This is an optimization exercise on Yosys and OpenROAD, whose aim is small area and a short achievable clock period, not a production implementation.
In this exercise RTL edits were held to simulation tests only and were not proved equivalent to the original.
No activity file was given, so power comes from the tool's default toggle rates.

==> flow/design.v <==
module noc_router (
    input  logic        clk,
    input  logic        rst,
    input  logic [2:0]  CONST_localx,
    input  logic [2:0]  CONST_localy,
    input  logic [31:0] data_n_in,
    input  logic [31:0] data_s_in,
    input  logic [31:0] data_w_in,
    input  logic [31:0] data_e_in,
    input  logic [31:0] data_p_in,
    input  logic [4:0]  data_void_in,
    input  logic [4:0]  stop_in,
    output logic [31:0] data_n_out,
    output logic [31:0] data_s_out,
    output logic [31:0] data_w_out,
    output logic [31:0] data_e_out,
    output logic [31:0] data_p_out,
    output logic [4:0]  data_void_out,
    output logic [4:0]  stop_out
);
    function automatic logic [4:0] xy_route(input logic [31:0] flit,
                                            input logic [2:0] lx,
                                            input logic [2:0] ly);
        logic [2:0] dx;
        logic [2:0] dy;
        dx = flit[23:21];
        dy = flit[20:18];
        xy_route[3] = (dx > lx);
        xy_route[2] = (dx < lx);
        xy_route[0] = (dx == lx) && (dy < ly);
        xy_route[1] = (dx == lx) && (dy > ly);
        xy_route[4] = (dx == lx) && (dy == ly);
    endfunction
    logic [31:0] din [5];
    logic [31:0] f_r [5];         
    logic [31:0] b_r [5][4];      
    logic [1:0]  rd_r [5];        
    logic [1:0]  wr_r [5];        
    logic [3:0]  th_r [5];        
    logic [4:0]  full_s;          
    logic [4:0]  go_r;            
    logic [4:0]  act_r;           
    logic [4:0]  tgt_r [5];       
    logic [31:0] od_r [5];
    logic [4:0]  ov_r;
    logic [3:0]  low_r [5];       
    logic [4:0]  ne_s, disc_s, push_s, pop_s, ldf_s, act_n_s;
    logic [4:0]  ld_s, has_s, hgnt_s, busy_s;
    logic [4:0]  hreq_s [5];      
    logic [4:0]  lowx_s [5];      
    logic [4:0]  gnt_s [5];       
    logic [31:0] cand_s [5];
    logic [31:0] od_n_s [5];
    logic [31:0] f_n_s [5];
    assign din[0] = data_n_in;
    assign din[1] = data_s_in;
    assign din[2] = data_w_in;
    assign din[3] = data_e_in;
    assign din[4] = data_p_in;
    always_comb begin
        for (int i = 0; i < 5; i++) begin
            ne_s[i]   = th_r[i][0];
            disc_s[i] = ne_s[i] && !act_r[i] && !f_r[i][31];
            push_s[i] = !data_void_in[i] && go_r[i];
            full_s[i] = !go_r[i] && th_r[i][3];
        end
        for (int o = 0; o < 5; o++) begin
            ld_s[o]   = !ov_r[o] || !stop_in[o];
            busy_s[o] = 1'b0;
            for (int i = 0; i < 5; i++) begin
                busy_s[o]    = busy_s[o] | (act_r[i] & tgt_r[i][o]);
                hreq_s[o][i] = ne_s[i] && !act_r[i] && f_r[i][31] && tgt_r[i][o];
            end
        end
        for (int o = 0; o < 5; o++) begin
            lowx_s[o] = {1'b0, low_r[o]};
            for (int i = 0; i < 5; i++) begin
                logic kill;
                kill = 1'b0;
                for (int j = 0; j < 5; j++) begin
                    if (j < i) begin
                        kill = kill | (hreq_s[o][j] & (!lowx_s[o][j] | lowx_s[o][i]));
                    end else if (j > i) begin
                        kill = kill | (hreq_s[o][j] & !lowx_s[o][j] & lowx_s[o][i]);
                    end
                end
                gnt_s[o][i] = (ne_s[i] && act_r[i] && tgt_r[i][o]) ||
                              (!busy_s[o] && hreq_s[o][i] && !kill);
            end
            has_s[o]  = (gnt_s[o] != 5'b00000);
            hgnt_s[o] = !busy_s[o] && (hreq_s[o] != 5'b00000);
            od_n_s[o] = od_r[o] & {32{!ld_s[o]}};
            for (int i = 0; i < 5; i++) begin
                od_n_s[o] = od_n_s[o] | (f_r[i] & {32{gnt_s[o][i] & ld_s[o]}});
            end
        end
        for (int i = 0; i < 5; i++) begin
            logic win, ldt;
            win = 1'b0;
            ldt = 1'b0;
            for (int o = 0; o < 5; o++) begin
                win = win | gnt_s[o][i];
                ldt = ldt | (tgt_r[i][o] & ld_s[o]);
            end
            pop_s[i]  = disc_s[i] | (win & ldt);
            ldf_s[i]  = pop_s[i] || !th_r[i][0];
            cand_s[i] = din[i] & {32{!th_r[i][1]}};
            for (int k = 0; k < 4; k++) begin
                cand_s[i] = cand_s[i] | (b_r[i][k] & {32{th_r[i][1] && rd_r[i] == 2'(k)}});
            end
            f_n_s[i] = ldf_s[i] ? cand_s[i] : f_r[i];
            if (pop_s[i]) begin
                act_n_s[i] = act_r[i] ? !f_r[i][30] : (f_r[i][31] && !f_r[i][30]);
            end else begin
                act_n_s[i] = act_r[i];
            end
        end
    end
    always_ff @(posedge clk or negedge rst) begin
        if (!rst) begin
            for (int i = 0; i < 5; i++) begin
                th_r[i] <= 4'b0000;
                rd_r[i] <= 2'd0;
                wr_r[i] <= 2'd0;
            end
            go_r   <= 5'b00000;
            act_r  <= 5'b00000;
        end else begin
            for (int i = 0; i < 5; i++) begin
                if (pop_s[i]) begin
                    th_r[i] <= push_s[i] ? th_r[i] : {full_s[i], th_r[i][3:1]};
                end else begin
                    th_r[i] <= push_s[i] ? {th_r[i][2:0], 1'b1} : th_r[i];
                end
                go_r[i]   <= pop_s[i] || !(full_s[i] || (th_r[i][3] && push_s[i]));
                if (pop_s[i] && (th_r[i][1] || push_s[i])) begin
                    rd_r[i] <= rd_r[i] + 2'd1;
                end
                if (push_s[i] && th_r[i][0]) begin
                    wr_r[i] <= wr_r[i] + 2'd1;
                end
                act_r[i] <= act_n_s[i];
            end
        end
    end
    always_ff @(posedge clk) begin
        for (int i = 0; i < 5; i++) begin
            f_r[i] <= f_n_s[i];
            if (ldf_s[i] && !act_n_s[i]) begin
                tgt_r[i] <= xy_route(cand_s[i], CONST_localx, CONST_localy);
            end
            for (int k = 0; k < 4; k++) begin
                if (go_r[i] && th_r[i][0] && wr_r[i] == 2'(k)) begin
                    b_r[i][k] <= din[i];
                end
            end
        end
    end
    always_ff @(posedge clk or negedge rst) begin
        if (!rst) begin
            ov_r <= 5'b00000;
            for (int o = 0; o < 5; o++) begin
                low_r[o] <= 4'b0000;
            end
        end else begin
            for (int o = 0; o < 5; o++) begin
                if (ld_s[o]) begin
                    ov_r[o] <= has_s[o];
                    if (hgnt_s[o]) begin
                        for (int k = 0; k < 4; k++) begin
                            logic after;
                            after = 1'b0;
                            for (int i = 0; i < k; i++) begin
                                after = after | gnt_s[o][i];
                            end
                            low_r[o][k] <= !(after | gnt_s[o][4]);
                        end
                    end
                end
            end
        end
    end
    always_ff @(posedge clk) begin
        for (int o = 0; o < 5; o++) begin
            od_r[o] <= od_n_s[o];
        end
    end
    assign data_n_out    = od_r[0];
    assign data_s_out    = od_r[1];
    assign data_w_out    = od_r[2];
    assign data_e_out    = od_r[3];
    assign data_p_out    = od_r[4];
    assign data_void_out = ~ov_r;
    assign stop_out      = ~go_r;
endmodule
clock: 10.0 ns
lec_check: 0
cap_margin: 20
core_margin: 2
core_utilization: 50
place_density: 0.55
setup_slack_margin: 5
slew_margin: 20
standard.sh (not shown) runs the stock make flow with config.mk's settings and CLKGATE_MAP_FILE= SYNTH_SCRIPT=/design/flow/synth_recipe.tcl, a recipe that flattens the netlist after the stock synthesis.
==> flow/flow/run.sh <==
#!/bin/bash
set -euo pipefail
bash standard.sh SETUP_SLACK_MARGIN=6.65 \
  "BUFFER_PORTS_ARGS=-buffer_cell sky130_fd_sc_hd__buf_1" \
  "CTS_ARGS=-sink_clustering_enable -repair_clock_nets -sink_clustering_size 25 -sink_clustering_max_diameter 70 -dont_use_dummy_load" \
  finish > standard_flow.log 2>&1
Then changed:
--- a/flow/design.v
+++ b/flow/design.v
@@ -34,22 +34,20 @@
     logic [31:0] din [5];
     logic [31:0] f_r [5];         
     logic [31:0] b_r [5][4];      
     logic [1:0]  rd_r [5];        
     logic [1:0]  wr_r [5];        
-    logic [3:0]  th_r [5];        
-    logic [4:0]  full_s;          
+    logic [4:0]  th_r [5];        
     logic [4:0]  go_r;            
     logic [4:0]  act_r;           
     logic [4:0]  tgt_r [5];       
     logic [31:0] od_r [5];
     logic [4:0]  ov_r;
-    logic [3:0]  low_r [5];       
+    logic [4:0]  low_r [5];       
     logic [4:0]  ne_s, disc_s, push_s, pop_s, ldf_s, act_n_s;
     logic [4:0]  ld_s, has_s, hgnt_s, busy_s;
     logic [4:0]  hreq_s [5];      
-    logic [4:0]  lowx_s [5];      
     logic [4:0]  gnt_s [5];       
     logic [31:0] cand_s [5];
     logic [31:0] od_n_s [5];
     logic [31:0] f_n_s [5];
     assign din[0] = data_n_in;
@@ -60,30 +58,28 @@
     always_comb begin
         for (int i = 0; i < 5; i++) begin
             ne_s[i]   = th_r[i][0];
             disc_s[i] = ne_s[i] && !act_r[i] && !f_r[i][31];
             push_s[i] = !data_void_in[i] && go_r[i];
-            full_s[i] = !go_r[i] && th_r[i][3];
         end
         for (int o = 0; o < 5; o++) begin
             ld_s[o]   = !ov_r[o] || !stop_in[o];
             busy_s[o] = 1'b0;
             for (int i = 0; i < 5; i++) begin
                 busy_s[o]    = busy_s[o] | (act_r[i] & tgt_r[i][o]);
                 hreq_s[o][i] = ne_s[i] && !act_r[i] && f_r[i][31] && tgt_r[i][o];
             end
         end
         for (int o = 0; o < 5; o++) begin
-            lowx_s[o] = {1'b0, low_r[o]};
             for (int i = 0; i < 5; i++) begin
                 logic kill;
                 kill = 1'b0;
                 for (int j = 0; j < 5; j++) begin
                     if (j < i) begin
-                        kill = kill | (hreq_s[o][j] & (!lowx_s[o][j] | lowx_s[o][i]));
+                        kill = kill | (hreq_s[o][j] & (!low_r[o][j] | low_r[o][i]));
                     end else if (j > i) begin
-                        kill = kill | (hreq_s[o][j] & !lowx_s[o][j] & lowx_s[o][i]);
+                        kill = kill | (hreq_s[o][j] & !low_r[o][j] & low_r[o][i]);
                     end
                 end
                 gnt_s[o][i] = (ne_s[i] && act_r[i] && tgt_r[i][o]) ||
                               (!busy_s[o] && hreq_s[o][i] && !kill);
             end
@@ -93,18 +89,16 @@
             for (int i = 0; i < 5; i++) begin
                 od_n_s[o] = od_n_s[o] | (f_r[i] & {32{gnt_s[o][i] & ld_s[o]}});
             end
         end
         for (int i = 0; i < 5; i++) begin
-            logic win, ldt;
-            win = 1'b0;
-            ldt = 1'b0;
+            logic sent;
+            sent = 1'b0;
             for (int o = 0; o < 5; o++) begin
-                win = win | gnt_s[o][i];
-                ldt = ldt | (tgt_r[i][o] & ld_s[o]);
+                sent = sent | (gnt_s[o][i] & ld_s[o]);
             end
-            pop_s[i]  = disc_s[i] | (win & ldt);
+            pop_s[i]  = disc_s[i] | sent;
             ldf_s[i]  = pop_s[i] || !th_r[i][0];
             cand_s[i] = din[i] & {32{!th_r[i][1]}};
             for (int k = 0; k < 4; k++) begin
                 cand_s[i] = cand_s[i] | (b_r[i][k] & {32{th_r[i][1] && rd_r[i] == 2'(k)}});
             end
@@ -117,24 +111,24 @@
         end
     end
     always_ff @(posedge clk or negedge rst) begin
         if (!rst) begin
             for (int i = 0; i < 5; i++) begin
-                th_r[i] <= 4'b0000;
+                th_r[i] <= 5'b00000;
                 rd_r[i] <= 2'd0;
                 wr_r[i] <= 2'd0;
             end
             go_r   <= 5'b00000;
             act_r  <= 5'b00000;
         end else begin
             for (int i = 0; i < 5; i++) begin
-                if (pop_s[i]) begin
-                    th_r[i] <= push_s[i] ? th_r[i] : {full_s[i], th_r[i][3:1]};
-                end else begin
-                    th_r[i] <= push_s[i] ? {th_r[i][2:0], 1'b1} : th_r[i];
+                if (push_s[i] && !pop_s[i]) begin
+                    th_r[i] <= {th_r[i][3:0], 1'b1};
+                end else if (pop_s[i] && !push_s[i]) begin
+                    th_r[i] <= {1'b0, th_r[i][4:1]};
                 end
-                go_r[i]   <= pop_s[i] || !(full_s[i] || (th_r[i][3] && push_s[i]));
+                go_r[i]   <= pop_s[i] || !(th_r[i][4] || (th_r[i][3] && push_s[i]));
                 if (pop_s[i] && (th_r[i][1] || push_s[i])) begin
                     rd_r[i] <= rd_r[i] + 2'd1;
                 end
                 if (push_s[i] && th_r[i][0]) begin
                     wr_r[i] <= wr_r[i] + 2'd1;
@@ -158,18 +152,18 @@
     end
     always_ff @(posedge clk or negedge rst) begin
         if (!rst) begin
             ov_r <= 5'b00000;
             for (int o = 0; o < 5; o++) begin
-                low_r[o] <= 4'b0000;
+                low_r[o] <= 5'b00000;
             end
         end else begin
             for (int o = 0; o < 5; o++) begin
                 if (ld_s[o]) begin
                     ov_r[o] <= has_s[o];
                     if (hgnt_s[o]) begin
-                        for (int k = 0; k < 4; k++) begin
+                        for (int k = 0; k < 5; k++) begin
                             logic after;
                             after = 1'b0;
                             for (int i = 0; i < k; i++) begin
                                 after = after | gnt_s[o][i];
                             end
=>
- synthesized cell count fell slightly
- clock power rose by a few percent
- global-route usage rose by 1.2 points
- final cell count stays flat
- cell area rose slightly
- count of clock-buffer cells in the layout rose by 3
- register-to-register slack improved by 30 ps
- wire length rose by a few percent
- via count stays flat
- power fell by about a fifth
- hold slack stays flat
- non-clock buffer count fell by 2
- die area is about the same
- setup slack got worse by 28 ps

-- separate check: timing with driven ports --
In the flow no input, the clock included, has a driving cell. The finished layouts below were timed again as built, in two steps. Step 1 sets driving cells, clkbuf_16 on the clock port and buf_2 on the other inputs (assumed; they add their load-dependent delay and slew). Step 2 moves the port delays by t, midway between the first and last clock arrival at a register: inputs arrive t later, outputs are due t later. That takes back most of the time a late clock gives input paths. Slacks: ideal / step 1 / step 2; pairs: ideal / step 1.
run | t, ns | setup WS [ns] | worst setup path after step 2 | worst data-port slew with drivers (ns)
the first run | 0.718 | 6.615 / 6.583 / 5.984 | input to register | 0.07
the second run | 0.736 | 6.588 / 6.563 / 5.861 | input to register | 0.07
After both steps setup and hold are still met in every run listed. For the second run, which loses most, drivers alone change the setup slack by -0.025 ns; drivers and shift together by -0.727 ns.
